What follows belongs to an exercise in optimizing a design on an open flow for small area, a short achievable clock period and few clock cycles; a production flow would make more cautious choices. No functional check of the RTL was part of any run shown here.

==> flow/design.v (outline; a module is shown in full before it is edited, if it fits) <==
// module iter_counter: 14 lines
// module jw_control: 16 lines
// module jw_step: 446 lines
// module jw_fa: 10 lines
// module jw_ha: 9 lines
// module pixel_result: 15 lines
// module julia_worker: 146 lines
// module jw_start: 17 lines
// module jw_sure_escape: 17 lines
module julia_worker (
	input  logic               tb_clk,
	input  logic               rst,
	input  logic               start,
	input  logic [19:0]        pixel,   
	input  logic [43:0]        c,       
	input  logic               mc_busy,
	output logic               ready,
	output logic               done,
	output logic [63:0]        result   
);
  // ...
==> flow/run.sh <==
#!/bin/bash
# synth_recipe.tcl (not shown) runs the flow's synth.tcl, then flattens the netlist and writes it again
# the make line also repeats each setting of config.mk as NAME=value (left out here)
make -C /OpenROAD-flow-scripts/flow DESIGN_CONFIG=/design/flow/config.mk WORK_HOME=/design/flow/orfs CLKGATE_MAP_FILE= SYNTH_SCRIPT=/design/flow/synth_recipe.tcl finish
==> flow/config.mk <==
export PLATFORM = sky130hd
export DESIGN_NAME = julia_worker
export DESIGN_NICKNAME = julia_worker
export VERILOG_FILES = /design/flow/design.v
export SDC_FILE = /design/flow/constraint.sdc
export NUM_CORES = 4
export LEC_CHECK = 0
export CAP_MARGIN = 60
export CORE_MARGIN = 2
export CORE_UTILIZATION = 40
export SLEW_MARGIN = 60
export SYNTH_HIERARCHICAL = 1
export SYNTH_MINIMUM_KEEP_SIZE = 0
==> flow/constraint.sdc <==
create_clock -name core_clock -period 14.0 [get_ports {tb_clk}]
set_input_delay 2.8000 -clock core_clock [delete_from_list [all_inputs] [get_ports {tb_clk}]]
set_output_delay 2.8000 -clock core_clock [all_outputs]
set_load 0.01 [all_outputs]
==> flow_summary.yaml, run 1 <==
outcome:
  status: "timing/DRC/antenna clean"
sta:
  relSlewSlack: 0.628
  tightest_slew_ns: 0.554
floorplanning:
  pin_count: 134
  std_cell_rows: 80
  tap_cells: 615
synth:
  synth_compound_area_frac: 0.108
  synth_cell_types: 78
  synth_seq_area_share: 0.218
  yosys.area.top_type: "fa_1"
  synth-simple-area-share: 0.112
  syn_area_per_cell_um2: 10.8
grt:
  grt_pass1_vias: 13714
  gr-usage-all-layers: 0.192
  grt_pass1_wl_mm: 75.4
  grt.overflow.total: 0
finish:
  reg_top3: "z_seen: 28 flops, pix_q: 20 flops, res_index: 20 flops"
  buf_share: 0.0672
  largest_reg_flops: 28
  post-route-util: 0.448
  sh_seq_area: 0.196
  num-multi-input-gates: 1407
  diodes: 0
job:
  max_cap_viol_count: 0
routing:
  wl_met2_mm: 21.9
  drt_pass1_iterations: 7
clock_network:
  clockRootBuffer: "clkbuf_16"
  clk_pin_slew_ns: 0.07
critical_path:
  r2r_setup_slack_ns: 7.85
  crit_arrival_ns: 6.51
hold_path:
  hold_depth: 0
==> run 2: changes to the inputs <==
--- a/flow/design.v
+++ b/flow/design.v
@@ -70,17 +70,16 @@
 	output logic [15:0] nre,
 	output logic [15:0] nim
 );
 	logic [27:0] ta_r0, ta_r1, tb_r0, tb_r1, tp_r0, tp_r1;
 	logic [11:0] ca_s, cb_s, cp_s;
 	logic        ca, cb, cp;
 	logic [16:0] te_r0, te_r1, esum;
 	logic [15:0] tr_r0, tr_r1;
-	logic [14:0] ti_r0, ti_r1;
 	logic [6:0]  bneg, bone, btwo;
 	logic [14:0] bpp0, bpp1, bpp2, bpp3, bpp4, bpp5, bpp6;
 	logic [14:0] yb, xs1, xs2;
 	logic tas1, tac1, tas2, tac2, tas3, tac3, tas4, tac4, tas5, tac5, tas6, tac6, tas7, tac7, tas8, tac8;
 	logic tas9, tac9, tas10, tac10, tas11, tac11, tas12, tac12, tas13, tac13, tas14, tac14, tas15, tac15, tas16, tac16;
 	logic tas17, tac17, tas18, tac18, tas19, tac19, tas20, tac20, tas21, tac21, tas22, tac22, tas23, tac23, tas24, tac24;
 	logic tas25, tac25, tas26, tac26, tas27, tac27, tas28, tac28, tas29, tac29, tas30, tac30, tas31, tac31, tas32, tac32;
 	logic tas33, tac33, tas34, tac34, tas35, tac35, tas36, tac36, tas37, tac37, tas38, tac38, tas39, tac39, tas40, tac40;
@@ -102,30 +101,29 @@
 	logic tps161, tpc161, tps162, tpc162, tps163, tpc163, tps164, tpc164, tps165, tpc165, tps166, tpc166, tps167, tpc167, tps168, tpc168;
 	logic tps169, tpc169, tps170, tpc170, tps171, tpc171, tps172, tpc172, tps173, tpc173, tps174, tpc174, tps175, tpc175, tps176, tpc176;
 	logic tps177, tpc177, tps178, tpc178, tps179, tpc179, tps180, tpc180, tps181, tpc181, tps182, tpc182, tps183, tpc183, tps184, tpc184;
 	logic tps185, tpc185, tps186, tpc186, tps187, tpc187, tps188, tpc188, tps189, tpc189, tps190, tpc190, tps191, tpc191, tps192, tpc192;
 	logic tps193, tpc193, tps194, tpc194, tps195, tpc195, tps196, tpc196, tps197, tpc197, tps198, tpc198, tps199, tpc199, tps200, tpc200;
 	logic tps201, tpc201, tps202, tpc202, tps203, tpc203, tps204, tpc204, tps205, tpc205, tps206, tpc206, tps207, tpc207, tps208, tpc208;
 	logic tps209, tpc209, tps210, tpc210, tps211, tpc211, tps212, tpc212, tps213, tpc213, tps214, tpc214, tps215, tpc215, tps216, tpc216;
 	logic tps217, tpc217, tps218, tpc218, tps219, tpc219, tps220, tpc220, tps221, tpc221, tps222, tpc222, tps223, tpc223, tps224, tpc224;
-	logic tps225, tpc225, tps226, tpc226, tps227, tpc227, tps228, tpc228, tps229, tpc229, tps230, tpc230, tps231, tpc231, tes232, tec232;
-	logic tes233, tec233, tes234, tec234, tes235, tec235, tes236, tec236, tes237, tec237, tes238, tec238, tes239, tec239, tes240, tec240;
-	logic tes241, tec241, tes242, tec242, tes243, tec243, tes244, tec244, tes245, tec245, tes246, tec246, tes247, tec247, tes248, tec248;
+	logic tps225, tpc225, tps226, tpc226, tps227, tpc227, tps228, tpc228, tps229, tpc229, tps230, tpc230, tps231, tpc231, tps232, tpc232;
+	logic tps233, tpc233, tps234, tpc234, tps235, tpc235, tps236, tpc236, tps237, tpc237, tps238, tpc238, tps239, tpc239, tps240, tpc240;
+	logic tps241, tpc241, tps242, tpc242, tps243, tpc243, tes244, tec244, tes245, tec245, tes246, tec246, tes247, tec247, tes248, tec248;
 	logic tes249, tec249, tes250, tec250, tes251, tec251, tes252, tec252, tes253, tec253, tes254, tec254, tes255, tec255, tes256, tec256;
 	logic tes257, tec257, tes258, tec258, tes259, tec259, tes260, tec260, tes261, tec261, tes262, tec262, tes263, tec263, tes264, tec264;
 	logic tes265, tec265, tes266, tec266, tes267, tec267, tes268, tec268, tes269, tec269, tes270, tec270, tes271, tec271, tes272, tec272;
 	logic tes273, tec273, tes274, tec274, tes275, tec275, tes276, tec276, tes277, tec277, tes278, tec278, tes279, tec279, tes280, tec280;
-	logic tes281, tec281, tes282, tes283, tes284, tes285, trs286, trc286, trs287, trc287, trs288, trc288, trs289, trc289, trs290, trc290;
-	logic trs291, trc291, trs292, trc292, trs293, trc293, trs294, trc294, trs295, trc295, trs296, trc296, trs297, trc297, trs298, trc298;
+	logic tes281, tec281, tes282, tec282, tes283, tec283, tes284, tec284, tes285, tec285, tes286, tec286, tes287, tec287, tes288, tec288;
+	logic tes289, tec289, tes290, tec290, tes291, tec291, tes292, tec292, tes293, tec293, tes294, tes295, tes296, tes297, trs298, trc298;
 	logic trs299, trc299, trs300, trc300, trs301, trc301, trs302, trc302, trs303, trc303, trs304, trc304, trs305, trc305, trs306, trc306;
 	logic trs307, trc307, trs308, trc308, trs309, trc309, trs310, trc310, trs311, trc311, trs312, trc312, trs313, trc313, trs314, trc314;
-	logic trs315, trc315, trs316, trs317, tis318, tic318, tis319, tic319, tis320, tic320, tis321, tic321, tis322, tic322, tis323, tic323;
-	logic tis324, tic324, tis325, tic325, tis326, tic326, tis327, tic327, tis328, tic328, tis329, tic329, tis330, tic330, tis331, tic331;
-	logic tis332;
+	logic trs315, trc315, trs316, trc316, trs317, trc317, trs318, trc318, trs319, trc319, trs320, trc320, trs321, trc321, trs322, trc322;
+	logic trs323, trc323, trs324, trc324, trs325, trc325, trs326, trc326, trs327, trc327, trs328, trs329;
 	assign yb  = {xr, 1'b0};
 	assign xs1 = {xi[13], xi};
 	assign xs2 = {xi, 1'b0};
 	assign bneg[0] = yb[2];
 	assign bone[0] = yb[1] ^ yb[0];
 	assign btwo[0] = (yb[2] & ~yb[1] & ~yb[0]) | (~yb[2] & yb[1] & yb[0]);
 	assign bpp0 = (({15{bone[0]}} & xs1) | ({15{btwo[0]}} & xs2)) ^ {15{bneg[0]}};
 	assign bneg[1] = yb[4];
@@ -305,212 +303,207 @@
 	jw_fa u_tb143 (.a(tbc139), .b(tbs142), .c(tbc140), .s(tbs143), .co(tbc143));
 	jw_fa u_tb144 (.a(xi[11]), .b((xi[10] & xi[11])), .c((xi[9] & xi[12])), .s(tbs144), .co(tbc144));
 	jw_fa u_tb145 (.a(~(xi[13] & xi[8])), .b(tbc142), .c(tbs144), .s(tbs145), .co(tbc145));
 	jw_fa u_tb146 (.a((xi[10] & xi[12])), .b(~(xi[13] & xi[9])), .c(tbc144), .s(tbs146), .co(tbc146));
 	jw_fa u_tb147 (.a(xi[12]), .b((xi[11] & xi[12])), .c(~(xi[13] & xi[10])), .s(tbs147), .co(tbc147));
 	assign tb_r0 = {1'b1, ~(xi[13] & xi[12]), ~(xi[13] & xi[11]), tbc146, tbc145, tbc143, tbc141, tbc138, tbc135, tbc131, tbc127, tbc122, tbc117, tbc111, tbc106, tbs105, tbs100, tbc93, tbs92, tbs89, tbs86, tbs84, tbc82, (xi[1] & xi[2]), (xi[0] & xi[2]), (xi[0] & xi[1]), 1'b0, xi[0]};
 	assign tb_r1 = {1'b0, xi[13], tbc147, tbs147, tbs146, tbs145, tbs143, tbs141, tbs138, tbs135, tbs131, tbs127, tbs122, tbs117, tbs111, tbs106, tbs101, tbs97, tbs93, tbs90, tbs87, tbs85, tbs83, tbs82, 1'b0, xi[1], 1'b0, 1'b0};
 	jw_ha u_tp148 (.a(bneg[5]), .b(bpp0[10]), .s(tps148), .co(tpc148));
-	jw_ha u_tp149 (.a(bpp0[11]), .b(bpp1[9]), .s(tps149), .co(tpc149));
-	jw_fa u_tp150 (.a(bneg[6]), .b(bpp0[12]), .c(bpp1[10]), .s(tps150), .co(tpc150));
-	jw_ha u_tp151 (.a(bpp2[8]), .b(bpp3[6]), .s(tps151), .co(tpc151));
-	jw_fa u_tp152 (.a(bpp0[13]), .b(bpp1[11]), .c(bpp2[9]), .s(tps152), .co(tpc152));
-	jw_ha u_tp153 (.a(bpp3[7]), .b(bpp4[5]), .s(tps153), .co(tpc153));
-	jw_fa u_tp154 (.a(1'b1), .b(~bpp0[14]), .c(bpp1[12]), .s(tps154), .co(tpc154));
-	jw_fa u_tp155 (.a(bpp2[10]), .b(bpp3[8]), .c(bpp4[6]), .s(tps155), .co(tpc155));
-	jw_fa u_tp156 (.a(1'b1), .b(bpp1[13]), .c(bpp2[11]), .s(tps156), .co(tpc156));
-	jw_ha u_tp157 (.a(bpp3[9]), .b(bpp4[7]), .s(tps157), .co(tpc157));
-	jw_fa u_tp158 (.a(~bpp1[14]), .b(bpp2[12]), .c(bpp3[10]), .s(tps158), .co(tpc158));
-	jw_ha u_tp159 (.a(1'b1), .b(bpp2[13]), .s(tps159), .co(tpc159));
-	jw_ha u_tp160 (.a(bneg[3]), .b(bpp0[6]), .s(tps160), .co(tpc160));
-	jw_ha u_tp161 (.a(bpp0[7]), .b(bpp1[5]), .s(tps161), .co(tpc161));
-	jw_fa u_tp162 (.a(bneg[4]), .b(bpp0[8]), .c(bpp1[6]), .s(tps162), .co(tpc162));
-	jw_ha u_tp163 (.a(bpp2[4]), .b(bpp3[2]), .s(tps163), .co(tpc163));
-	jw_fa u_tp164 (.a(bpp0[9]), .b(bpp1[7]), .c(bpp2[5]), .s(tps164), .co(tpc164));
-	jw_ha u_tp165 (.a(bpp3[3]), .b(bpp4[1]), .s(tps165), .co(tpc165));
-	jw_fa u_tp166 (.a(bpp1[8]), .b(bpp2[6]), .c(bpp3[4]), .s(tps166), .co(tpc166));
-	jw_fa u_tp167 (.a(bpp4[2]), .b(bpp5[0]), .c(tps148), .s(tps167), .co(tpc167));
-	jw_fa u_tp168 (.a(bpp2[7]), .b(bpp3[5]), .c(bpp4[3]), .s(tps168), .co(tpc168));
-	jw_fa u_tp169 (.a(bpp5[1]), .b(tpc148), .c(tps149), .s(tps169), .co(tpc169));
-	jw_fa u_tp170 (.a(bpp4[4]), .b(bpp5[2]), .c(bpp6[0]), .s(tps170), .co(tpc170));
-	jw_fa u_tp171 (.a(tpc149), .b(tps151), .c(tps150), .s(tps171), .co(tpc171));
-	jw_fa u_tp172 (.a(bpp5[3]), .b(bpp6[1]), .c(tpc151), .s(tps172), .co(tpc172));
-	jw_fa u_tp173 (.a(tps153), .b(tpc150), .c(tps152), .s(tps173), .co(tpc173));
-	jw_fa u_tp174 (.a(bpp5[4]), .b(bpp6[2]), .c(tpc153), .s(tps174), .co(tpc174));
-	jw_fa u_tp175 (.a(tpc152), .b(tps154), .c(tps155), .s(tps175), .co(tpc175));
-	jw_fa u_tp176 (.a(bpp5[5]), .b(bpp6[3]), .c(tps157), .s(tps176), .co(tpc176));
-	jw_fa u_tp177 (.a(tpc154), .b(tpc155), .c(tps156), .s(tps177), .co(tpc177));
-	jw_fa u_tp178 (.a(bpp4[8]), .b(bpp5[6]), .c(bpp6[4]), .s(tps178), .co(tpc178));
-	jw_fa u_tp179 (.a(tpc157), .b(tpc156), .c(tps158), .s(tps179), .co(tpc179));
-	jw_fa u_tp180 (.a(bpp3[11]), .b(bpp4[9]), .c(bpp5[7]), .s(tps180), .co(tpc180));
-	jw_fa u_tp181 (.a(bpp6[5]), .b(tps159), .c(tpc158), .s(tps181), .co(tpc181));
-	jw_fa u_tp182 (.a(~bpp2[14]), .b(bpp3[12]), .c(bpp4[10]), .s(tps182), .co(tpc182));
-	jw_fa u_tp183 (.a(bpp5[8]), .b(bpp6[6]), .c(tpc159), .s(tps183), .co(tpc183));
-	jw_fa u_tp184 (.a(1'b1), .b(bpp3[13]), .c(bpp4[11]), .s(tps184), .co(tpc184));
-	jw_ha u_tp185 (.a(bpp5[9]), .b(bpp6[7]), .s(tps185), .co(tpc185));
-	jw_fa u_tp186 (.a(~bpp3[14]), .b(bpp4[12]), .c(bpp5[10]), .s(tps186), .co(tpc186));
-	jw_ha u_tp187 (.a(1'b1), .b(bpp4[13]), .s(tps187), .co(tpc187));
-	jw_ha u_tp188 (.a(bneg[2]), .b(bpp0[4]), .s(tps188), .co(tpc188));
-	jw_ha u_tp189 (.a(bpp0[5]), .b(bpp1[3]), .s(tps189), .co(tpc189));
-	jw_fa u_tp190 (.a(bpp1[4]), .b(bpp2[2]), .c(bpp3[0]), .s(tps190), .co(tpc190));
-	jw_fa u_tp191 (.a(bpp2[3]), .b(bpp3[1]), .c(tpc160), .s(tps191), .co(tpc191));
-	jw_fa u_tp192 (.a(bpp4[0]), .b(tpc161), .c(tps163), .s(tps192), .co(tpc192));
-	jw_fa u_tp193 (.a(tpc163), .b(tps165), .c(tpc162), .s(tps193), .co(tpc193));
-	jw_fa u_tp194 (.a(tpc165), .b(tpc164), .c(tps166), .s(tps194), .co(tpc194));
-	jw_fa u_tp195 (.a(tpc166), .b(tps168), .c(tpc167), .s(tps195), .co(tpc195));
-	jw_fa u_tp196 (.a(tpc168), .b(tps170), .c(tpc169), .s(tps196), .co(tpc196));
-	jw_fa u_tp197 (.a(tpc170), .b(tps172), .c(tpc171), .s(tps197), .co(tpc197));
-	jw_fa u_tp198 (.a(tpc172), .b(tps174), .c(tpc173), .s(tps198), .co(tpc198));
-	jw_fa u_tp199 (.a(tpc174), .b(tps176), .c(tpc175), .s(tps199), .co(tpc199));
-	jw_fa u_tp200 (.a(tps178), .b(tpc176), .c(tpc177), .s(tps200), .co(tpc200));
-	jw_fa u_tp201 (.a(tpc178), .b(tps180), .c(tps181), .s(tps201), .co(tpc201));
-	jw_fa u_tp202 (.a(tpc180), .b(tps182), .c(tps183), .s(tps202), .co(tpc202));
-	jw_fa u_tp203 (.a(tps185), .b(tpc182), .c(tps184), .s(tps203), .co(tpc203));
-	jw_fa u_tp204 (.a(bpp6[8]), .b(tpc185), .c(tpc184), .s(tps204), .co(tpc204));
-	jw_fa u_tp205 (.a(bpp5[11]), .b(bpp6[9]), .c(tps187), .s(tps205), .co(tpc205));
-	jw_fa u_tp206 (.a(~bpp4[14]), .b(bpp5[12]), .c(bpp6[10]), .s(tps206), .co(tpc206));
-	jw_ha u_tp207 (.a(1'b1), .b(bpp5[13]), .s(tps207), .co(tpc207));
-	jw_ha u_tp208 (.a(bneg[1]), .b(bpp0[2]), .s(tps208), .co(tpc208));
-	jw_ha u_tp209 (.a(bpp0[3]), .b(bpp1[1]), .s(tps209), .co(tpc209));
-	jw_fa u_tp210 (.a(bpp1[2]), .b(bpp2[0]), .c(tps188), .s(tps210), .co(tpc210));
-	jw_fa u_tp211 (.a(bpp2[1]), .b(tpc188), .c(tps189), .s(tps211), .co(tpc211));
-	jw_fa u_tp212 (.a(tpc189), .b(tps160), .c(tps190), .s(tps212), .co(tpc212));
-	jw_fa u_tp213 (.a(tps161), .b(tpc190), .c(tps191), .s(tps213), .co(tpc213));
-	jw_fa u_tp214 (.a(tps162), .b(tpc191), .c(tps192), .s(tps214), .co(tpc214));
-	jw_fa u_tp215 (.a(tps164), .b(tpc192), .c(tps193), .s(tps215), .co(tpc215));
-	jw_fa u_tp216 (.a(tps167), .b(tpc193), .c(tps194), .s(tps216), .co(tpc216));
-	jw_fa u_tp217 (.a(tps169), .b(tpc194), .c(tps195), .s(tps217), .co(tpc217));
-	jw_fa u_tp218 (.a(tps171), .b(tpc195), .c(tps196), .s(tps218), .co(tpc218));
-	jw_fa u_tp219 (.a(tps173), .b(tpc196), .c(tps197), .s(tps219), .co(tpc219));
-	jw_fa u_tp220 (.a(tps175), .b(tpc197), .c(tps198), .s(tps220), .co(tpc220));
-	jw_fa u_tp221 (.a(tps177), .b(tpc198), .c(tps199), .s(tps221), .co(tpc221));
-	jw_fa u_tp222 (.a(tps179), .b(tpc199), .c(tps200), .s(tps222), .co(tpc222));
-	jw_fa u_tp223 (.a(tpc179), .b(tpc200), .c(tps201), .s(tps223), .co(tpc223));
-	jw_fa u_tp224 (.a(tpc181), .b(tps202), .c(tpc201), .s(tps224), .co(tpc224));
-	jw_fa u_tp225 (.a(tpc183), .b(tps203), .c(tpc202), .s(tps225), .co(tpc225));
-	jw_fa u_tp226 (.a(tps186), .b(tps204), .c(tpc203), .s(tps226), .co(tpc226));
-	jw_fa u_tp227 (.a(tpc186), .b(tps205), .c(tpc204), .s(tps227), .co(tpc227));
-	jw_fa u_tp228 (.a(tpc187), .b(tps206), .c(tpc205), .s(tps228), .co(tpc228));
-	jw_fa u_tp229 (.a(bpp6[11]), .b(tps207), .c(tpc206), .s(tps229), .co(tpc229));
-	jw_fa u_tp230 (.a(~bpp5[14]), .b(bpp6[12]), .c(tpc207), .s(tps230), .co(tpc230));
-	jw_ha u_tp231 (.a(1'b1), .b(bpp6[13]), .s(tps231), .co(tpc231));
-	assign tp_r0 = {1'b1, ~bpp6[14], tpc230, tpc229, tpc228, tpc227, tpc226, tpc225, tpc224, tpc223, tpc222, tpc221, tpc220, tpc219, tpc218, tpc217, tpc216, tpc215, tpc214, tpc213, tpc212, tpc211, tpc210, tpc209, tpc208, bpp1[0], bpp0[1], bneg[0]};
-	assign tp_r1 = {1'b0, tpc231, tps231, tps230, tps229, tps228, tps227, tps226, tps225, tps224, tps223, tps222, tps221, tps220, tps219, tps218, tps217, tps216, tps215, tps214, tps213, tps212, tps211, tps210, tps209, tps208, 1'b0, bpp0[0]};
-	jw_fa u_te232 (.a(~cre[0]), .b(ta_r0[11]), .c(ta_r1[11]), .s(tes232), .co(tec232));
-	jw_fa u_te233 (.a(tb_r0[11]), .b(tb_r1[11]), .c(tes232), .s(tes233), .co(tec233));
-	jw_fa u_te234 (.a(~cre[1]), .b(ta_r0[12]), .c(ta_r1[12]), .s(tes234), .co(tec234));
-	jw_fa u_te235 (.a(tb_r0[12]), .b(tb_r1[12]), .c(tec232), .s(tes235), .co(tec235));
-	jw_ha u_te236 (.a(tes234), .b(tec233), .s(tes236), .co(tec236));
-	jw_fa u_te237 (.a(~cre[2]), .b(tb_r0[13]), .c(tb_r1[13]), .s(tes237), .co(tec237));
-	jw_fa u_te238 (.a(ta_r0[13]), .b(ta_r1[13]), .c(tec234), .s(tes238), .co(tec238));
-	jw_fa u_te239 (.a(tes237), .b(tec235), .c(tes238), .s(tes239), .co(tec239));
-	jw_fa u_te240 (.a(~cre[3]), .b(ta_r0[14]), .c(ta_r1[14]), .s(tes240), .co(tec240));
-	jw_fa u_te241 (.a(tb_r0[14]), .b(tb_r1[14]), .c(tec237), .s(tes241), .co(tec241));
-	jw_fa u_te242 (.a(tes240), .b(tec238), .c(tes241), .s(tes242), .co(tec242));
-	jw_fa u_te243 (.a(~cre[4]), .b(tb_r0[15]), .c(tb_r1[15]), .s(tes243), .co(tec243));
-	jw_fa u_te244 (.a(ta_r0[15]), .b(ta_r1[15]), .c(tec240), .s(tes244), .co(tec244));
-	jw_fa u_te245 (.a(tes243), .b(tec241), .c(tes244), .s(tes245), .co(tec245));
-	jw_fa u_te246 (.a(~cre[5]), .b(tb_r0[16]), .c(tb_r1[16]), .s(tes246), .co(tec246));
-	jw_fa u_te247 (.a(ta_r0[16]), .b(ta_r1[16]), .c(tec243), .s(tes247), .co(tec247));
-	jw_fa u_te248 (.a(tes246), .b(tec244), .c(tes247), .s(tes248), .co(tec248));
-	jw_fa u_te249 (.a(~cre[6]), .b(tb_r0[17]), .c(tb_r1[17]), .s(tes249), .co(tec249));
-	jw_fa u_te250 (.a(ta_r0[17]), .b(ta_r1[17]), .c(tec246), .s(tes250), .co(tec250));
+	jw_fa u_tp149 (.a(cim[1]), .b(bpp0[11]), .c(bpp1[9]), .s(tps149), .co(tpc149));
+	jw_fa u_tp150 (.a(cim[2]), .b(bneg[6]), .c(bpp0[12]), .s(tps150), .co(tpc150));
+	jw_fa u_tp151 (.a(bpp1[10]), .b(bpp2[8]), .c(bpp3[6]), .s(tps151), .co(tpc151));
+	jw_fa u_tp152 (.a(cim[3]), .b(bpp0[13]), .c(bpp1[11]), .s(tps152), .co(tpc152));
+	jw_fa u_tp153 (.a(bpp2[9]), .b(bpp3[7]), .c(bpp4[5]), .s(tps153), .co(tpc153));
+	jw_fa u_tp154 (.a(cim[4]), .b(1'b1), .c(~bpp0[14]), .s(tps154), .co(tpc154));
+	jw_fa u_tp155 (.a(bpp1[12]), .b(bpp2[10]), .c(bpp3[8]), .s(tps155), .co(tpc155));
+	jw_ha u_tp156 (.a(bpp4[6]), .b(bpp5[4]), .s(tps156), .co(tpc156));
+	jw_fa u_tp157 (.a(cim[5]), .b(1'b1), .c(bpp1[13]), .s(tps157), .co(tpc157));
+	jw_fa u_tp158 (.a(bpp2[11]), .b(bpp3[9]), .c(bpp4[7]), .s(tps158), .co(tpc158));
+	jw_ha u_tp159 (.a(bpp5[5]), .b(bpp6[3]), .s(tps159), .co(tpc159));
+	jw_fa u_tp160 (.a(cim[6]), .b(~bpp1[14]), .c(bpp2[12]), .s(tps160), .co(tpc160));
+	jw_fa u_tp161 (.a(bpp3[10]), .b(bpp4[8]), .c(bpp5[6]), .s(tps161), .co(tpc161));
+	jw_fa u_tp162 (.a(cim[7]), .b(1'b1), .c(bpp2[13]), .s(tps162), .co(tpc162));
+	jw_ha u_tp163 (.a(bpp3[11]), .b(bpp4[9]), .s(tps163), .co(tpc163));
+	jw_fa u_tp164 (.a(cim[8]), .b(~bpp2[14]), .c(bpp3[12]), .s(tps164), .co(tpc164));
+	jw_ha u_tp165 (.a(cim[9]), .b(1'b1), .s(tps165), .co(tpc165));
+	jw_ha u_tp166 (.a(bneg[3]), .b(bpp0[6]), .s(tps166), .co(tpc166));
+	jw_ha u_tp167 (.a(bpp0[7]), .b(bpp1[5]), .s(tps167), .co(tpc167));
+	jw_fa u_tp168 (.a(bneg[4]), .b(bpp0[8]), .c(bpp1[6]), .s(tps168), .co(tpc168));
+	jw_ha u_tp169 (.a(bpp2[4]), .b(bpp3[2]), .s(tps169), .co(tpc169));
+	jw_fa u_tp170 (.a(bpp0[9]), .b(bpp1[7]), .c(bpp2[5]), .s(tps170), .co(tpc170));
+	jw_ha u_tp171 (.a(bpp3[3]), .b(bpp4[1]), .s(tps171), .co(tpc171));
+	jw_fa u_tp172 (.a(bpp1[8]), .b(bpp2[6]), .c(bpp3[4]), .s(tps172), .co(tpc172));
+	jw_fa u_tp173 (.a(bpp4[2]), .b(bpp5[0]), .c(tps148), .s(tps173), .co(tpc173));
+	jw_fa u_tp174 (.a(bpp2[7]), .b(bpp3[5]), .c(bpp4[3]), .s(tps174), .co(tpc174));
+	jw_fa u_tp175 (.a(bpp5[1]), .b(tpc148), .c(tps149), .s(tps175), .co(tpc175));
+	jw_fa u_tp176 (.a(bpp4[4]), .b(bpp5[2]), .c(bpp6[0]), .s(tps176), .co(tpc176));
+	jw_fa u_tp177 (.a(tpc149), .b(tps150), .c(tps151), .s(tps177), .co(tpc177));
+	jw_fa u_tp178 (.a(bpp5[3]), .b(bpp6[1]), .c(tpc150), .s(tps178), .co(tpc178));
+	jw_fa u_tp179 (.a(tpc151), .b(tps152), .c(tps153), .s(tps179), .co(tpc179));
+	jw_fa u_tp180 (.a(bpp6[2]), .b(tps156), .c(tpc152), .s(tps180), .co(tpc180));
+	jw_fa u_tp181 (.a(tpc153), .b(tps154), .c(tps155), .s(tps181), .co(tpc181));
+	jw_fa u_tp182 (.a(tpc156), .b(tps159), .c(tpc154), .s(tps182), .co(tpc182));
+	jw_fa u_tp183 (.a(tpc155), .b(tps157), .c(tps158), .s(tps183), .co(tpc183));
+	jw_fa u_tp184 (.a(bpp6[4]), .b(tpc159), .c(tpc157), .s(tps184), .co(tpc184));
+	jw_fa u_tp185 (.a(tpc158), .b(tps160), .c(tps161), .s(tps185), .co(tpc185));
+	jw_fa u_tp186 (.a(bpp5[7]), .b(bpp6[5]), .c(tps163), .s(tps186), .co(tpc186));
+	jw_fa u_tp187 (.a(tpc160), .b(tpc161), .c(tps162), .s(tps187), .co(tpc187));
+	jw_fa u_tp188 (.a(bpp4[10]), .b(bpp5[8]), .c(bpp6[6]), .s(tps188), .co(tpc188));
+	jw_fa u_tp189 (.a(tpc163), .b(tpc162), .c(tps164), .s(tps189), .co(tpc189));
+	jw_fa u_tp190 (.a(tps165), .b(bpp3[13]), .c(bpp4[11]), .s(tps190), .co(tpc190));
+	jw_fa u_tp191 (.a(bpp5[9]), .b(bpp6[7]), .c(tpc164), .s(tps191), .co(tpc191));
+	jw_fa u_tp192 (.a(cim[10]), .b(tpc165), .c(~bpp3[14]), .s(tps192), .co(tpc192));
+	jw_fa u_tp193 (.a(bpp4[12]), .b(bpp5[10]), .c(bpp6[8]), .s(tps193), .co(tpc193));
+	jw_fa u_tp194 (.a(cim[11]), .b(1'b1), .c(bpp4[13]), .s(tps194), .co(tpc194));
+	jw_ha u_tp195 (.a(bpp5[11]), .b(bpp6[9]), .s(tps195), .co(tpc195));
+	jw_fa u_tp196 (.a(cim[12]), .b(~bpp4[14]), .c(bpp5[12]), .s(tps196), .co(tpc196));
+	jw_ha u_tp197 (.a(cim[13]), .b(1'b1), .s(tps197), .co(tpc197));
+	jw_ha u_tp198 (.a(~cim[14]), .b(1'b1), .s(tps198), .co(tpc198));
+	jw_ha u_tp199 (.a(bneg[2]), .b(bpp0[4]), .s(tps199), .co(tpc199));
+	jw_ha u_tp200 (.a(bpp0[5]), .b(bpp1[3]), .s(tps200), .co(tpc200));
+	jw_fa u_tp201 (.a(bpp1[4]), .b(bpp2[2]), .c(bpp3[0]), .s(tps201), .co(tpc201));
+	jw_fa u_tp202 (.a(bpp2[3]), .b(bpp3[1]), .c(tpc166), .s(tps202), .co(tpc202));
+	jw_fa u_tp203 (.a(bpp4[0]), .b(tpc167), .c(tps169), .s(tps203), .co(tpc203));
+	jw_fa u_tp204 (.a(tpc169), .b(tps171), .c(tpc168), .s(tps204), .co(tpc204));
+	jw_fa u_tp205 (.a(tpc171), .b(tpc170), .c(tps172), .s(tps205), .co(tpc205));
+	jw_fa u_tp206 (.a(tpc172), .b(tps174), .c(tpc173), .s(tps206), .co(tpc206));
+	jw_fa u_tp207 (.a(tpc174), .b(tps176), .c(tpc175), .s(tps207), .co(tpc207));
+	jw_fa u_tp208 (.a(tpc176), .b(tps178), .c(tpc177), .s(tps208), .co(tpc208));
+	jw_fa u_tp209 (.a(tpc178), .b(tps180), .c(tpc179), .s(tps209), .co(tpc209));
+	jw_fa u_tp210 (.a(tpc180), .b(tps182), .c(tpc181), .s(tps210), .co(tpc210));
+	jw_fa u_tp211 (.a(tpc182), .b(tps184), .c(tpc183), .s(tps211), .co(tpc211));
+	jw_fa u_tp212 (.a(tps186), .b(tpc184), .c(tpc185), .s(tps212), .co(tpc212));
+	jw_fa u_tp213 (.a(tps188), .b(tpc186), .c(tpc187), .s(tps213), .co(tpc213));
+	jw_fa u_tp214 (.a(tpc188), .b(tps190), .c(tps191), .s(tps214), .co(tpc214));
+	jw_fa u_tp215 (.a(tpc190), .b(tps192), .c(tps193), .s(tps215), .co(tpc215));
+	jw_fa u_tp216 (.a(tps195), .b(tpc192), .c(tpc193), .s(tps216), .co(tpc216));
+	jw_fa u_tp217 (.a(bpp6[10]), .b(tpc195), .c(tpc194), .s(tps217), .co(tpc217));
+	jw_fa u_tp218 (.a(tps197), .b(bpp5[13]), .c(bpp6[11]), .s(tps218), .co(tpc218));
+	jw_fa u_tp219 (.a(tpc197), .b(tps198), .c(~bpp5[14]), .s(tps219), .co(tpc219));
+	jw_ha u_tp220 (.a(bneg[1]), .b(bpp0[2]), .s(tps220), .co(tpc220));
+	jw_ha u_tp221 (.a(bpp0[3]), .b(bpp1[1]), .s(tps221), .co(tpc221));
+	jw_fa u_tp222 (.a(bpp1[2]), .b(bpp2[0]), .c(tps199), .s(tps222), .co(tpc222));
+	jw_fa u_tp223 (.a(bpp2[1]), .b(tpc199), .c(tps200), .s(tps223), .co(tpc223));
+	jw_fa u_tp224 (.a(tpc200), .b(tps166), .c(tps201), .s(tps224), .co(tpc224));
+	jw_fa u_tp225 (.a(tps167), .b(tpc201), .c(tps202), .s(tps225), .co(tpc225));
+	jw_fa u_tp226 (.a(tps168), .b(tpc202), .c(tps203), .s(tps226), .co(tpc226));
+	jw_fa u_tp227 (.a(tps170), .b(tpc203), .c(tps204), .s(tps227), .co(tpc227));
+	jw_fa u_tp228 (.a(tps173), .b(tpc204), .c(tps205), .s(tps228), .co(tpc228));
+	jw_fa u_tp229 (.a(tpc205), .b(tps175), .c(tps206), .s(tps229), .co(tpc229));
+	jw_fa u_tp230 (.a(tps177), .b(tpc206), .c(tps207), .s(tps230), .co(tpc230));
+	jw_fa u_tp231 (.a(tps179), .b(tpc207), .c(tps208), .s(tps231), .co(tpc231));
+	jw_fa u_tp232 (.a(tps181), .b(tpc208), .c(tps209), .s(tps232), .co(tpc232));
+	jw_fa u_tp233 (.a(tps183), .b(tpc209), .c(tps210), .s(tps233), .co(tpc233));
+	jw_fa u_tp234 (.a(tps185), .b(tpc210), .c(tps211), .s(tps234), .co(tpc234));
+	jw_fa u_tp235 (.a(tps187), .b(tpc211), .c(tps212), .s(tps235), .co(tpc235));
+	jw_fa u_tp236 (.a(tps189), .b(tpc212), .c(tps213), .s(tps236), .co(tpc236));
+	jw_fa u_tp237 (.a(tpc189), .b(tpc213), .c(tps214), .s(tps237), .co(tpc237));
+	jw_fa u_tp238 (.a(tpc191), .b(tps215), .c(tpc214), .s(tps238), .co(tpc238));
+	jw_fa u_tp239 (.a(tps194), .b(tps216), .c(tpc215), .s(tps239), .co(tpc239));
+	jw_fa u_tp240 (.a(tps196), .b(tpc216), .c(tps217), .s(tps240), .co(tpc240));
+	jw_fa u_tp241 (.a(tpc196), .b(tps218), .c(tpc217), .s(tps241), .co(tpc241));
+	jw_fa u_tp242 (.a(bpp6[12]), .b(tpc218), .c(tps219), .s(tps242), .co(tpc242));
+	jw_fa u_tp243 (.a(tpc198), .b(bpp6[13]), .c(tpc219), .s(tps243), .co(tpc243));
+	assign tp_r0 = {1'b1, ~bpp6[14], tpc242, tpc241, tpc240, tpc239, tpc238, tpc237, tpc236, tpc235, tpc234, tpc233, tpc232, tpc231, tpc230, tpc229, tpc228, tpc227, tpc226, tpc225, tpc224, tpc223, tpc222, tpc221, tpc220, bpp1[0], bpp0[1], bneg[0]};
+	assign tp_r1 = {1'b0, tpc243, tps243, tps242, tps241, tps240, tps239, tps238, tps237, tps236, tps235, tps234, tps233, tps232, tps231, tps230, tps229, tps228, tps227, tps226, tps225, tps224, tps223, tps222, tps221, tps220, 1'b0, bpp0[0]};
+	jw_fa u_te244 (.a(~cre[0]), .b(ta_r0[11]), .c(ta_r1[11]), .s(tes244), .co(tec244));
+	jw_fa u_te245 (.a(tb_r0[11]), .b(tb_r1[11]), .c(tes244), .s(tes245), .co(tec245));
+	jw_fa u_te246 (.a(~cre[1]), .b(ta_r0[12]), .c(ta_r1[12]), .s(tes246), .co(tec246));
+	jw_fa u_te247 (.a(tb_r0[12]), .b(tb_r1[12]), .c(tec244), .s(tes247), .co(tec247));
+	jw_ha u_te248 (.a(tes246), .b(tec245), .s(tes248), .co(tec248));
+	jw_fa u_te249 (.a(~cre[2]), .b(tb_r0[13]), .c(tb_r1[13]), .s(tes249), .co(tec249));
+	jw_fa u_te250 (.a(ta_r0[13]), .b(ta_r1[13]), .c(tec246), .s(tes250), .co(tec250));
 	jw_fa u_te251 (.a(tes249), .b(tec247), .c(tes250), .s(tes251), .co(tec251));
-	jw_fa u_te252 (.a(~cre[7]), .b(tb_r0[18]), .c(tb_r1[18]), .s(tes252), .co(tec252));
-	jw_fa u_te253 (.a(ta_r0[18]), .b(ta_r1[18]), .c(tec249), .s(tes253), .co(tec253));
+	jw_fa u_te252 (.a(~cre[3]), .b(ta_r0[14]), .c(ta_r1[14]), .s(tes252), .co(tec252));
+	jw_fa u_te253 (.a(tb_r0[14]), .b(tb_r1[14]), .c(tec249), .s(tes253), .co(tec253));
 	jw_fa u_te254 (.a(tes252), .b(tec250), .c(tes253), .s(tes254), .co(tec254));
-	jw_fa u_te255 (.a(~cre[8]), .b(tb_r0[19]), .c(tb_r1[19]), .s(tes255), .co(tec255));
-	jw_fa u_te256 (.a(ta_r0[19]), .b(ta_r1[19]), .c(tec252), .s(tes256), .co(tec256));
+	jw_fa u_te255 (.a(~cre[4]), .b(tb_r0[15]), .c(tb_r1[15]), .s(tes255), .co(tec255));
+	jw_fa u_te256 (.a(ta_r0[15]), .b(ta_r1[15]), .c(tec252), .s(tes256), .co(tec256));
 	jw_fa u_te257 (.a(tes255), .b(tec253), .c(tes256), .s(tes257), .co(tec257));
-	jw_fa u_te258 (.a(~cre[9]), .b(tb_r0[20]), .c(tb_r1[20]), .s(tes258), .co(tec258));
-	jw_fa u_te259 (.a(ta_r0[20]), .b(ta_r1[20]), .c(tes258), .s(tes259), .co(tec259));
-	jw_fa u_te260 (.a(tec255), .b(tes259), .c(tec256), .s(tes260), .co(tec260));
-	jw_fa u_te261 (.a(~cre[10]), .b(tb_r0[21]), .c(tb_r1[21]), .s(tes261), .co(tec261));
-	jw_fa u_te262 (.a(ta_r0[21]), .b(ta_r1[21]), .c(tec258), .s(tes262), .co(tec262));
+	jw_fa u_te258 (.a(~cre[5]), .b(tb_r0[16]), .c(tb_r1[16]), .s(tes258), .co(tec258));
+	jw_fa u_te259 (.a(ta_r0[16]), .b(ta_r1[16]), .c(tec255), .s(tes259), .co(tec259));
+	jw_fa u_te260 (.a(tes258), .b(tec256), .c(tes259), .s(tes260), .co(tec260));
+	jw_fa u_te261 (.a(~cre[6]), .b(tb_r0[17]), .c(tb_r1[17]), .s(tes261), .co(tec261));
+	jw_fa u_te262 (.a(ta_r0[17]), .b(ta_r1[17]), .c(tec258), .s(tes262), .co(tec262));
 	jw_fa u_te263 (.a(tes261), .b(tec259), .c(tes262), .s(tes263), .co(tec263));
-	jw_fa u_te264 (.a(~cre[11]), .b(tb_r0[22]), .c(tb_r1[22]), .s(tes264), .co(tec264));
-	jw_fa u_te265 (.a(ta_r0[22]), .b(ta_r1[22]), .c(tec261), .s(tes265), .co(tec265));
+	jw_fa u_te264 (.a(~cre[7]), .b(tb_r0[18]), .c(tb_r1[18]), .s(tes264), .co(tec264));
+	jw_fa u_te265 (.a(ta_r0[18]), .b(ta_r1[18]), .c(tec261), .s(tes265), .co(tec265));
 	jw_fa u_te266 (.a(tes264), .b(tec262), .c(tes265), .s(tes266), .co(tec266));
-	jw_fa u_te267 (.a(~cre[12]), .b(tb_r0[23]), .c(tb_r1[23]), .s(tes267), .co(tec267));
-	jw_fa u_te268 (.a(ta_r0[23]), .b(ta_r1[23]), .c(tes267), .s(tes268), .co(tec268));
-	jw_fa u_te269 (.a(tec264), .b(tes268), .c(tec265), .s(tes269), .co(tec269));
-	jw_fa u_te270 (.a(1'b1), .b(~cre[13]), .c(tb_r0[24]), .s(tes270), .co(tec270));
-	jw_fa u_te271 (.a(tb_r1[24]), .b(ta_r0[24]), .c(ta_r1[24]), .s(tes271), .co(tec271));
-	jw_fa u_te272 (.a(tes270), .b(tec267), .c(tes271), .s(tes272), .co(tec272));
-	jw_ha u_te273 (.a(tec268), .b(tes272), .s(tes273), .co(tec273));
-	jw_fa u_te274 (.a(cre[14]), .b(tb_r0[25]), .c(tb_r1[25]), .s(tes274), .co(tec274));
-	jw_fa u_te275 (.a(ta_r0[25]), .b(ta_r1[25]), .c(tes274), .s(tes275), .co(tec275));
-	jw_fa u_te276 (.a(tec270), .b(tes275), .c(tec271), .s(tes276), .co(tec276));
-	jw_ha u_te277 (.a(tec272), .b(tes276), .s(tes277), .co(tec277));
-	jw_fa u_te278 (.a(1'b1), .b(tb_r0[26]), .c(tb_r1[26]), .s(tes278), .co(tec278));
-	jw_fa u_te279 (.a(tes278), .b(ta_r0[26]), .c(ta_r1[26]), .s(tes279), .co(tec279));
-	jw_fa u_te280 (.a(tec274), .b(tes279), .c(tec275), .s(tes280), .co(tec280));
-	jw_ha u_te281 (.a(tes280), .b(tec276), .s(tes281), .co(tec281));
-	assign tes282 = 1'b1 ^ tb_r0[27] ^ tb_r1[27];
-	assign tes283 = tes282 ^ tec278 ^ ta_r0[27];
-	assign tes284 = ta_r1[27] ^ tes283 ^ tec279;
-	assign tes285 = tes284 ^ tec280;
-	assign te_r0 = {tec281, tec277, tec273, tec269, tec266, tec263, tec260, tec257, tec254, tec251, tec248, tec245, tec242, tec239, tec236, tes235, cb};
-	assign te_r1 = {tes285, tes281, tes277, tes273, tes269, tes266, tes263, tes260, tes257, tes254, tes251, tes248, tes245, tes242, tes239, tes236, tes233};
-	jw_fa u_tr286 (.a(1'b1), .b(ta_r0[11]), .c(ta_r1[11]), .s(trs286), .co(trc286));
-	jw_fa u_tr287 (.a(~tb_r0[11]), .b(~tb_r1[11]), .c(trs286), .s(trs287), .co(trc287));
-	jw_fa u_tr288 (.a(ta_r0[12]), .b(ta_r1[12]), .c(~tb_r0[12]), .s(trs288), .co(trc288));
-	jw_fa u_tr289 (.a(~tb_r1[12]), .b(trc286), .c(trs288), .s(trs289), .co(trc289));
-	jw_fa u_tr290 (.a(~tb_r0[13]), .b(~tb_r1[13]), .c(ta_r0[13]), .s(trs290), .co(trc290));
-	jw_fa u_tr291 (.a(ta_r1[13]), .b(trc288), .c(trs290), .s(trs291), .co(trc291));
-	jw_fa u_tr292 (.a(ta_r0[14]), .b(ta_r1[14]), .c(~tb_r0[14]), .s(trs292), .co(trc292));
-	jw_fa u_tr293 (.a(~tb_r1[14]), .b(trc290), .c(trs292), .s(trs293), .co(trc293));
-	jw_fa u_tr294 (.a(~tb_r0[15]), .b(~tb_r1[15]), .c(ta_r0[15]), .s(trs294), .co(trc294));
-	jw_fa u_tr295 (.a(ta_r1[15]), .b(trc292), .c(trs294), .s(trs295), .co(trc295));
-	jw_fa u_tr296 (.a(~tb_r0[16]), .b(~tb_r1[16]), .c(ta_r0[16]), .s(trs296), .co(trc296));
-	jw_fa u_tr297 (.a(ta_r1[16]), .b(trc294), .c(trs296), .s(trs297), .co(trc297));
-	jw_fa u_tr298 (.a(~tb_r0[17]), .b(~tb_r1[17]), .c(ta_r0[17]), .s(trs298), .co(trc298));
-	jw_fa u_tr299 (.a(ta_r1[17]), .b(trc296), .c(trs298), .s(trs299), .co(trc299));
-	jw_fa u_tr300 (.a(~tb_r0[18]), .b(~tb_r1[18]), .c(ta_r0[18]), .s(trs300), .co(trc300));
-	jw_fa u_tr301 (.a(ta_r1[18]), .b(trc298), .c(trs300), .s(trs301), .co(trc301));
-	jw_fa u_tr302 (.a(~tb_r0[19]), .b(~tb_r1[19]), .c(ta_r0[19]), .s(trs302), .co(trc302));
-	jw_fa u_tr303 (.a(ta_r1[19]), .b(trc300), .c(trs302), .s(trs303), .co(trc303));
-	jw_fa u_tr304 (.a(~tb_r0[20]), .b(~tb_r1[20]), .c(ta_r0[20]), .s(trs304), .co(trc304));
-	jw_fa u_tr305 (.a(ta_r1[20]), .b(trc302), .c(trs304), .s(trs305), .co(trc305));
-	jw_fa u_tr306 (.a(~tb_r0[21]), .b(~tb_r1[21]), .c(ta_r0[21]), .s(trs306), .co(trc306));
-	jw_fa u_tr307 (.a(ta_r1[21]), .b(trc304), .c(trs306), .s(trs307), .co(trc307));
-	jw_fa u_tr308 (.a(~tb_r0[22]), .b(~tb_r1[22]), .c(ta_r0[22]), .s(trs308), .co(trc308));
-	jw_fa u_tr309 (.a(ta_r1[22]), .b(trs308), .c(trc306), .s(trs309), .co(trc309));
-	jw_fa u_tr310 (.a(~tb_r0[23]), .b(~tb_r1[23]), .c(ta_r0[23]), .s(trs310), .co(trc310));
-	jw_fa u_tr311 (.a(ta_r1[23]), .b(trc308), .c(trs310), .s(trs311), .co(trc311));
-	jw_fa u_tr312 (.a(~tb_r0[24]), .b(~tb_r1[24]), .c(ta_r0[24]), .s(trs312), .co(trc312));
-	jw_fa u_tr313 (.a(ta_r1[24]), .b(trc310), .c(trs312), .s(trs313), .co(trc313));
-	jw_fa u_tr314 (.a(~tb_r0[25]), .b(~tb_r1[25]), .c(ta_r0[25]), .s(trs314), .co(trc314));
-	jw_fa u_tr315 (.a(ta_r1[25]), .b(trs314), .c(trc312), .s(trs315), .co(trc315));
-	assign trs316 = ~tb_r0[26] ^ ~tb_r1[26] ^ ta_r0[26];
-	assign trs317 = ta_r1[26] ^ trs316 ^ trc314;
-	assign tr_r0 = {trc315, trc313, trc311, trc309, trc307, trc305, trc303, trc301, trc299, trc297, trc295, trc293, trc291, trc289, trc287, ~cb};
-	assign tr_r1 = {trs317, trs315, trs313, trs311, trs309, trs307, trs305, trs303, trs301, trs299, trs297, trs295, trs293, trs291, trs289, trs287};
-	jw_ha u_ti318 (.a(cim[1]), .b(tp_r0[11]), .s(tis318), .co(tic318));
-	jw_fa u_ti319 (.a(cim[2]), .b(tp_r0[12]), .c(tp_r1[12]), .s(tis319), .co(tic319));
-	jw_fa u_ti320 (.a(cim[3]), .b(tp_r0[13]), .c(tp_r1[13]), .s(tis320), .co(tic320));
-	jw_fa u_ti321 (.a(cim[4]), .b(tp_r0[14]), .c(tp_r1[14]), .s(tis321), .co(tic321));
-	jw_fa u_ti322 (.a(cim[5]), .b(tp_r0[15]), .c(tp_r1[15]), .s(tis322), .co(tic322));
-	jw_fa u_ti323 (.a(cim[6]), .b(tp_r0[16]), .c(tp_r1[16]), .s(tis323), .co(tic323));
-	jw_fa u_ti324 (.a(cim[7]), .b(tp_r0[17]), .c(tp_r1[17]), .s(tis324), .co(tic324));
-	jw_fa u_ti325 (.a(cim[8]), .b(tp_r0[18]), .c(tp_r1[18]), .s(tis325), .co(tic325));
-	jw_fa u_ti326 (.a(cim[9]), .b(tp_r0[19]), .c(tp_r1[19]), .s(tis326), .co(tic326));
-	jw_fa u_ti327 (.a(cim[10]), .b(tp_r0[20]), .c(tp_r1[20]), .s(tis327), .co(tic327));
-	jw_fa u_ti328 (.a(cim[11]), .b(tp_r0[21]), .c(tp_r1[21]), .s(tis328), .co(tic328));
-	jw_fa u_ti329 (.a(cim[12]), .b(tp_r0[22]), .c(tp_r1[22]), .s(tis329), .co(tic329));
-	jw_fa u_ti330 (.a(cim[13]), .b(tp_r0[23]), .c(tp_r1[23]), .s(tis330), .co(tic330));
-	jw_fa u_ti331 (.a(cim[14]), .b(tp_r0[24]), .c(tp_r1[24]), .s(tis331), .co(tic331));
-	assign tis332 = cim[14] ^ tp_r0[25] ^ tp_r1[25];
-	assign ti_r0 = {tic331, tic330, tic329, tic328, tic327, tic326, tic325, tic324, tic323, tic322, tic321, tic320, tic319, tic318, tp_r1[11]};
-	assign ti_r1 = {tis332, tis331, tis330, tis329, tis328, tis327, tis326, tis325, tis324, tis323, tis322, tis321, tis320, tis319, tis318};
+	jw_fa u_te267 (.a(~cre[8]), .b(tb_r0[19]), .c(tb_r1[19]), .s(tes267), .co(tec267));
+	jw_fa u_te268 (.a(ta_r0[19]), .b(ta_r1[19]), .c(tec264), .s(tes268), .co(tec268));
+	jw_fa u_te269 (.a(tes267), .b(tec265), .c(tes268), .s(tes269), .co(tec269));
+	jw_fa u_te270 (.a(~cre[9]), .b(tb_r0[20]), .c(tb_r1[20]), .s(tes270), .co(tec270));
+	jw_fa u_te271 (.a(ta_r0[20]), .b(ta_r1[20]), .c(tes270), .s(tes271), .co(tec271));
+	jw_fa u_te272 (.a(tec267), .b(tes271), .c(tec268), .s(tes272), .co(tec272));
+	jw_fa u_te273 (.a(~cre[10]), .b(tb_r0[21]), .c(tb_r1[21]), .s(tes273), .co(tec273));
+	jw_fa u_te274 (.a(ta_r0[21]), .b(ta_r1[21]), .c(tec270), .s(tes274), .co(tec274));
+	jw_fa u_te275 (.a(tes273), .b(tec271), .c(tes274), .s(tes275), .co(tec275));
+	jw_fa u_te276 (.a(~cre[11]), .b(tb_r0[22]), .c(tb_r1[22]), .s(tes276), .co(tec276));
+	jw_fa u_te277 (.a(ta_r0[22]), .b(ta_r1[22]), .c(tec273), .s(tes277), .co(tec277));
+	jw_fa u_te278 (.a(tes276), .b(tec274), .c(tes277), .s(tes278), .co(tec278));
+	jw_fa u_te279 (.a(~cre[12]), .b(tb_r0[23]), .c(tb_r1[23]), .s(tes279), .co(tec279));
+	jw_fa u_te280 (.a(ta_r0[23]), .b(ta_r1[23]), .c(tes279), .s(tes280), .co(tec280));
+	jw_fa u_te281 (.a(tec276), .b(tes280), .c(tec277), .s(tes281), .co(tec281));
+	jw_fa u_te282 (.a(1'b1), .b(~cre[13]), .c(tb_r0[24]), .s(tes282), .co(tec282));
+	jw_fa u_te283 (.a(tb_r1[24]), .b(ta_r0[24]), .c(ta_r1[24]), .s(tes283), .co(tec283));
+	jw_fa u_te284 (.a(tes282), .b(tec279), .c(tes283), .s(tes284), .co(tec284));
+	jw_ha u_te285 (.a(tec280), .b(tes284), .s(tes285), .co(tec285));
+	jw_fa u_te286 (.a(cre[14]), .b(tb_r0[25]), .c(tb_r1[25]), .s(tes286), .co(tec286));
+	jw_fa u_te287 (.a(ta_r0[25]), .b(ta_r1[25]), .c(tes286), .s(tes287), .co(tec287));
+	jw_fa u_te288 (.a(tec282), .b(tes287), .c(tec283), .s(tes288), .co(tec288));
+	jw_ha u_te289 (.a(tec284), .b(tes288), .s(tes289), .co(tec289));
+	jw_fa u_te290 (.a(1'b1), .b(tb_r0[26]), .c(tb_r1[26]), .s(tes290), .co(tec290));
+	jw_fa u_te291 (.a(tes290), .b(ta_r0[26]), .c(ta_r1[26]), .s(tes291), .co(tec291));
+	jw_fa u_te292 (.a(tec286), .b(tes291), .c(tec287), .s(tes292), .co(tec292));
+	jw_ha u_te293 (.a(tes292), .b(tec288), .s(tes293), .co(tec293));
+	assign tes294 = 1'b1 ^ tb_r0[27] ^ tb_r1[27];
+	assign tes295 = tes294 ^ tec290 ^ ta_r0[27];
+	assign tes296 = ta_r1[27] ^ tes295 ^ tec291;
+	assign tes297 = tes296 ^ tec292;
+	assign te_r0 = {tec293, tec289, tec285, tec281, tec278, tec275, tec272, tec269, tec266, tec263, tec260, tec257, tec254, tec251, tec248, tes247, cb};
+	assign te_r1 = {tes297, tes293, tes289, tes285, tes281, tes278, tes275, tes272, tes269, tes266, tes263, tes260, tes257, tes254, tes251, tes248, tes245};
+	jw_fa u_tr298 (.a(1'b1), .b(ta_r0[11]), .c(ta_r1[11]), .s(trs298), .co(trc298));
+	jw_fa u_tr299 (.a(~tb_r0[11]), .b(~tb_r1[11]), .c(trs298), .s(trs299), .co(trc299));
+	jw_fa u_tr300 (.a(ta_r0[12]), .b(ta_r1[12]), .c(~tb_r0[12]), .s(trs300), .co(trc300));
+	jw_fa u_tr301 (.a(~tb_r1[12]), .b(trc298), .c(trs300), .s(trs301), .co(trc301));
+	jw_fa u_tr302 (.a(~tb_r0[13]), .b(~tb_r1[13]), .c(ta_r0[13]), .s(trs302), .co(trc302));
+	jw_fa u_tr303 (.a(ta_r1[13]), .b(trc300), .c(trs302), .s(trs303), .co(trc303));
+	jw_fa u_tr304 (.a(ta_r0[14]), .b(ta_r1[14]), .c(~tb_r0[14]), .s(trs304), .co(trc304));
+	jw_fa u_tr305 (.a(~tb_r1[14]), .b(trc302), .c(trs304), .s(trs305), .co(trc305));
+	jw_fa u_tr306 (.a(~tb_r0[15]), .b(~tb_r1[15]), .c(ta_r0[15]), .s(trs306), .co(trc306));
+	jw_fa u_tr307 (.a(ta_r1[15]), .b(trc304), .c(trs306), .s(trs307), .co(trc307));
+	jw_fa u_tr308 (.a(~tb_r0[16]), .b(~tb_r1[16]), .c(ta_r0[16]), .s(trs308), .co(trc308));
+	jw_fa u_tr309 (.a(ta_r1[16]), .b(trc306), .c(trs308), .s(trs309), .co(trc309));
+	jw_fa u_tr310 (.a(~tb_r0[17]), .b(~tb_r1[17]), .c(ta_r0[17]), .s(trs310), .co(trc310));
+	jw_fa u_tr311 (.a(ta_r1[17]), .b(trc308), .c(trs310), .s(trs311), .co(trc311));
+	jw_fa u_tr312 (.a(~tb_r0[18]), .b(~tb_r1[18]), .c(ta_r0[18]), .s(trs312), .co(trc312));
+	jw_fa u_tr313 (.a(ta_r1[18]), .b(trc310), .c(trs312), .s(trs313), .co(trc313));
+	jw_fa u_tr314 (.a(~tb_r0[19]), .b(~tb_r1[19]), .c(ta_r0[19]), .s(trs314), .co(trc314));
+	jw_fa u_tr315 (.a(ta_r1[19]), .b(trc312), .c(trs314), .s(trs315), .co(trc315));
+	jw_fa u_tr316 (.a(~tb_r0[20]), .b(~tb_r1[20]), .c(ta_r0[20]), .s(trs316), .co(trc316));
+	jw_fa u_tr317 (.a(ta_r1[20]), .b(trc314), .c(trs316), .s(trs317), .co(trc317));
+	jw_fa u_tr318 (.a(~tb_r0[21]), .b(~tb_r1[21]), .c(ta_r0[21]), .s(trs318), .co(trc318));
+	jw_fa u_tr319 (.a(ta_r1[21]), .b(trc316), .c(trs318), .s(trs319), .co(trc319));
+	jw_fa u_tr320 (.a(~tb_r0[22]), .b(~tb_r1[22]), .c(ta_r0[22]), .s(trs320), .co(trc320));
+	jw_fa u_tr321 (.a(ta_r1[22]), .b(trs320), .c(trc318), .s(trs321), .co(trc321));
+	jw_fa u_tr322 (.a(~tb_r0[23]), .b(~tb_r1[23]), .c(ta_r0[23]), .s(trs322), .co(trc322));
+	jw_fa u_tr323 (.a(ta_r1[23]), .b(trc320), .c(trs322), .s(trs323), .co(trc323));
+	jw_fa u_tr324 (.a(~tb_r0[24]), .b(~tb_r1[24]), .c(ta_r0[24]), .s(trs324), .co(trc324));
+	jw_fa u_tr325 (.a(ta_r1[24]), .b(trc322), .c(trs324), .s(trs325), .co(trc325));
+	jw_fa u_tr326 (.a(~tb_r0[25]), .b(~tb_r1[25]), .c(ta_r0[25]), .s(trs326), .co(trc326));
+	jw_fa u_tr327 (.a(ta_r1[25]), .b(trs326), .c(trc324), .s(trs327), .co(trc327));
+	assign trs328 = ~tb_r0[26] ^ ~tb_r1[26] ^ ta_r0[26];
+	assign trs329 = ta_r1[26] ^ trs328 ^ trc326;
+	assign tr_r0 = {trc327, trc325, trc323, trc321, trc319, trc317, trc315, trc313, trc311, trc309, trc307, trc305, trc303, trc301, trc299, ~cb};
+	assign tr_r1 = {trs329, trs327, trs325, trs323, trs321, trs319, trs317, trs315, trs313, trs311, trs309, trs307, trs305, trs303, trs301, trs299};
 	assign esum = te_r0 + te_r1 + ca;
 	assign escaped = ~esum[16];
 	assign nre = tr_r0 + tr_r1 + ca;
-	assign nim = {ti_r0 + ti_r1 + cp, cim[0]};
+	assign nim = {tp_r0[25:11] + tp_r1[25:11] + cp, cim[0]};
 endmodule
 module jw_fa (
 	input  logic a,
 	input  logic b,
 	input  logic c,
 	output logic s,
 	output logic co
 );
==> run 2 against run 1 <==
Compared with the run above: area after synthesis down 1.1%; synthesized cell count down 1.8%; critical path type unchanged; register-to-register slack worse by 0.10 ns; hold slack worse by 0.0012 ns; via count about the same; first-iteration DRC count up 8.9%; global-route usage up 1.1 points; flip-flop and latch count unchanged; highest routed layer unchanged; clock-buffer cell count down 4; clock skew down 0.0046 ns; largest cell class unchanged; critical path depth unchanged.
==> flow_summary.yaml, run 2 <==
grt:
  grt_pass1_vias: 13842
  antenna_found_initial: 0
  gr-usage-all-layers: 0.203
  grt_max_degree: 47
  grt.overflow.total: 0
  grt_pass1_wl_mm: 77.5
clock_network:
  holdBufCountCts: 0
  cts_buffer_depth: 2
  clockRootBuffer: "clkbuf_16"
  cts_inserted_buffers: 17
  cts-resized-gates: 0
  cts_tree: "done"
  cts_num_sinks: 155
  cts_setup_buffers: 0
  htree_num_levels: 4
  clk-insertion-delay-late_ns: 0.48
  clk_pin_slew_ns: 0.07
place:
  gp_congestion: 0.861
  hpwl_mm: 35.8
  io_buffers: 113
floorplanning:
  dieHeight_um: 222
  pin_count: 134
  std_cell_rows: 79
  dieArea_um2: 49300
  fp.dieW_um: 222
  start_util: 0.406
  core_um2: 46800
sta:
  layout_min_cycle_time_ns: 6.25
  drv_slew: 0
  fin_crit_sh: 0.446
  hold_viol_final: 0
  rsz0062_at_grt: "false"
  finalSetupViolCount: 0
  relSlewSlack: 0.627
  finalSetupTns_ns: 0
  finClkSkew_ns: 0.0184
  tightest_slew_ns: 0.559
  fmax_mhz: 160
  hold_slack_ns: 0.421
critical_path:
  crit_chain: "inv_1, nor2_1, fa_1, fa_1, fa_1, fa_1, fa_1, fa_1, fa_1, ha_1, a21oi_1, a21boi_0, o311ai_0, a21oi_1, nor3_1, xnor2_1, a21oi_1, o21bai_1"
  path_class: "reg2reg"
  startpoint_type: "flip-flop"
  critical_path.max_stage_delay_ns: 0.64
  worstPathRequired_ns: 14.36
  crit_family: "adder cells"
  cp_max_fo: 23
  crit_arrival_ns: 6.61
  path_common_cell: "fa_1"
  crit_path_end_kind: "flip-flop"
  crit_buf_inv: 1
  crit_path_top_delay_cell: "dfxtp_2"
synth:
  syn_area_per_cell_um2: 10.9
  yosys.area.top_type: "fa_1"
  yosys-top-cells-area: "fa_1, edfxtp_1, ha_1"
  synth_cell_types: 74
  synth_flop_cell: "edfxtp_1"
  synth_most_common_cell: "fa_1"
  synth_top_cells_by_count: "fa_1, xnor2_1, ha_1, nor2_1, edfxtp_1"
  synthCells: 1751
  ys_seq_elements: 155
  synthesis.area_um2: 19000
  synth_seq_area_share: 0.220
  ys_async_sr_fraction: 0
  yosys.area.top_type_share: 0.304
  synth-edff-count: 108
  yosys_warnings: 10
finish:
  layout_commonest_cell: "fa_1"
  final_cell_mix: "fa_1, xnor2_1, ha_1"
  regMostFlops: "z_seen"
  largest_reg_flops: 28
  drive_gt1_frac: 0.0778
  layout.nets: 2294
  area_growth_pct: 11.2
  reg_top3: "z_seen: 28 flops, pix_q: 20 flops, res_index: 20 flops"
  nFillCells: 4332
routing:
  wirelength_mm: 48.3
  drc: 0
  first_iter_violations: 871
  via_per_inst: 5.40
  drt_pass1_iterations: 5
  vias: 13069
  drtAntennaViolNets: 0
  wire_per_inst_um: 19.9
job:
  max_cap_viol_count: 0
outcome:
  status: "timing/DRC/antenna clean"
hold_path:
  min_path_type: "reg2reg"
## run 2: cell types whose count changed after synthesis, sizes merged, moves of 4 or more
| cell | previous run | this run |
|---|---|---|
| a211o | 5 | 1 |
| a21o | 34 | 41 |
| a21oi | 78 | 82 |
| and2 | 84 | 73 |
| clkbuf | 76 | 66 |
| nand2b | 6 | 10 |
| nor2 | 119 | 124 |
| nor3 | 20 | 14 |
| o21a | 13 | 6 |
| o21ai | 46 | 41 |
## run 2: worst paths after layout
path / slack [ns] / to / startpoint / cells after the start
worst min register to register: 0.42 / res_index[5] / pix_q[15] / 0
worst min-delay path: 0.42 / res_index[5] / pix_q[15] / 0
worst max register to register: 7.75 / late_stop / xi[12] / 18
worst max-delay path: 7.75 / late_stop / xi[12] / 18
## run 2: stage by stage
step / util / cells / instance area (um^2) / setup slack [ns]
after detailed placement: 0.438 / 2387 / 20500 / 7.74
after global placement: 0.437 / 2387 / 20400 / 7.44
after floorplan: - / 1787 / 19100 / 8.20
after CTS: 0.451 / 2419 / 21100 / 7.71
after global routing: 0.452 / 2419 / 21100 / 7.33
final: 0.452 / 2420 / 21100 / 7.75
## run 2: logic make-up (layout without fill, tap and decap cells)
kind of cell / Yosys count / in the layout / synth area share
adder cells (fa/ha/maj): 427 / 427 / 0.395
AND/OR/NAND/NOR: 397 / 397 / 0.109
AO/OA/AOI/OAI: 293 / 293 / 0.102
buffers and inverters: 251 / 276 / 0.0647
XOR/XNOR: 195 / 195 / 0.0903
flip-flops: 155 / 155 / 0.220
multiplexers: 29 / 29 / 0.0172
other: 4 / 41 / 0.000790
## run 2: layer usage
layer  part of all wire  vias to the layer above  track usage
li1                   -                     5942            -
met1               0.44                     6694        0.270
met2               0.47                      365        0.328
met3              0.055                       68       0.0444
met4              0.028                        0       0.0711
met5                  0                        -            0
## run 2: layout make-up
class | instances | area [um^2] | area share
multi-input cells | 1381 | 13800 | 0.653
flip-flops and latches | 155 | 4200 | 0.199
clock inverters | 15 | 178 | 0.00841
diodes | 1 | 2.50 | 0.000118
well taps | 607 | 759 | 0.0359
clock buffers | 17 | 425 | 0.0201
repair buffers | 145 | 1400 | 0.0663
inverters | 99 | 372 | 0.0176
## run 2: per-module statistics from Yosys (local to each module, per instance)
module / area [um^2] / copies in the design / flops+latches
iter_counter: 339 / 1 / 8
julia_worker: 5690 / 1 / 147
jw_control: 31.3 / 1 / 0
jw_fa: 20.0 / 283 / 0
jw_ha: 12.5 / 40 / 0
jw_start: 709 / 1 / 0
jw_step: 5340 / 1 / 0
jw_sure_escape: 259 / 1 / 0
pixel_result: 474 / 1 / 0

-- separate check: timing with driven ports --
No port has a modelled driver above. Below, the same layouts with a new extraction and two added sets of constraints. Step 1 assumes that a clkbuf_16 drives the clock port and a buf_2 every other input. Step 2, shift: input delay + t, output delay - t, t = (earliest + latest rising clock arrival at the registers) / 2. This alone moves slack from input paths to output paths. a / b / c = no drivers / after step 1 / after step 2; a / b = the first two.
run | t (ns) | setup slack, ns | worst setup path after step 2 | cell pins on the clock port's net
run 1 | 0.499 | 7.853 / 7.853 / 7.853 | register to register | 1
run 2 | 0.521 | 7.751 / 7.730 / 7.751 | register to register | 1
After both steps every run listed still meets setup and hold.
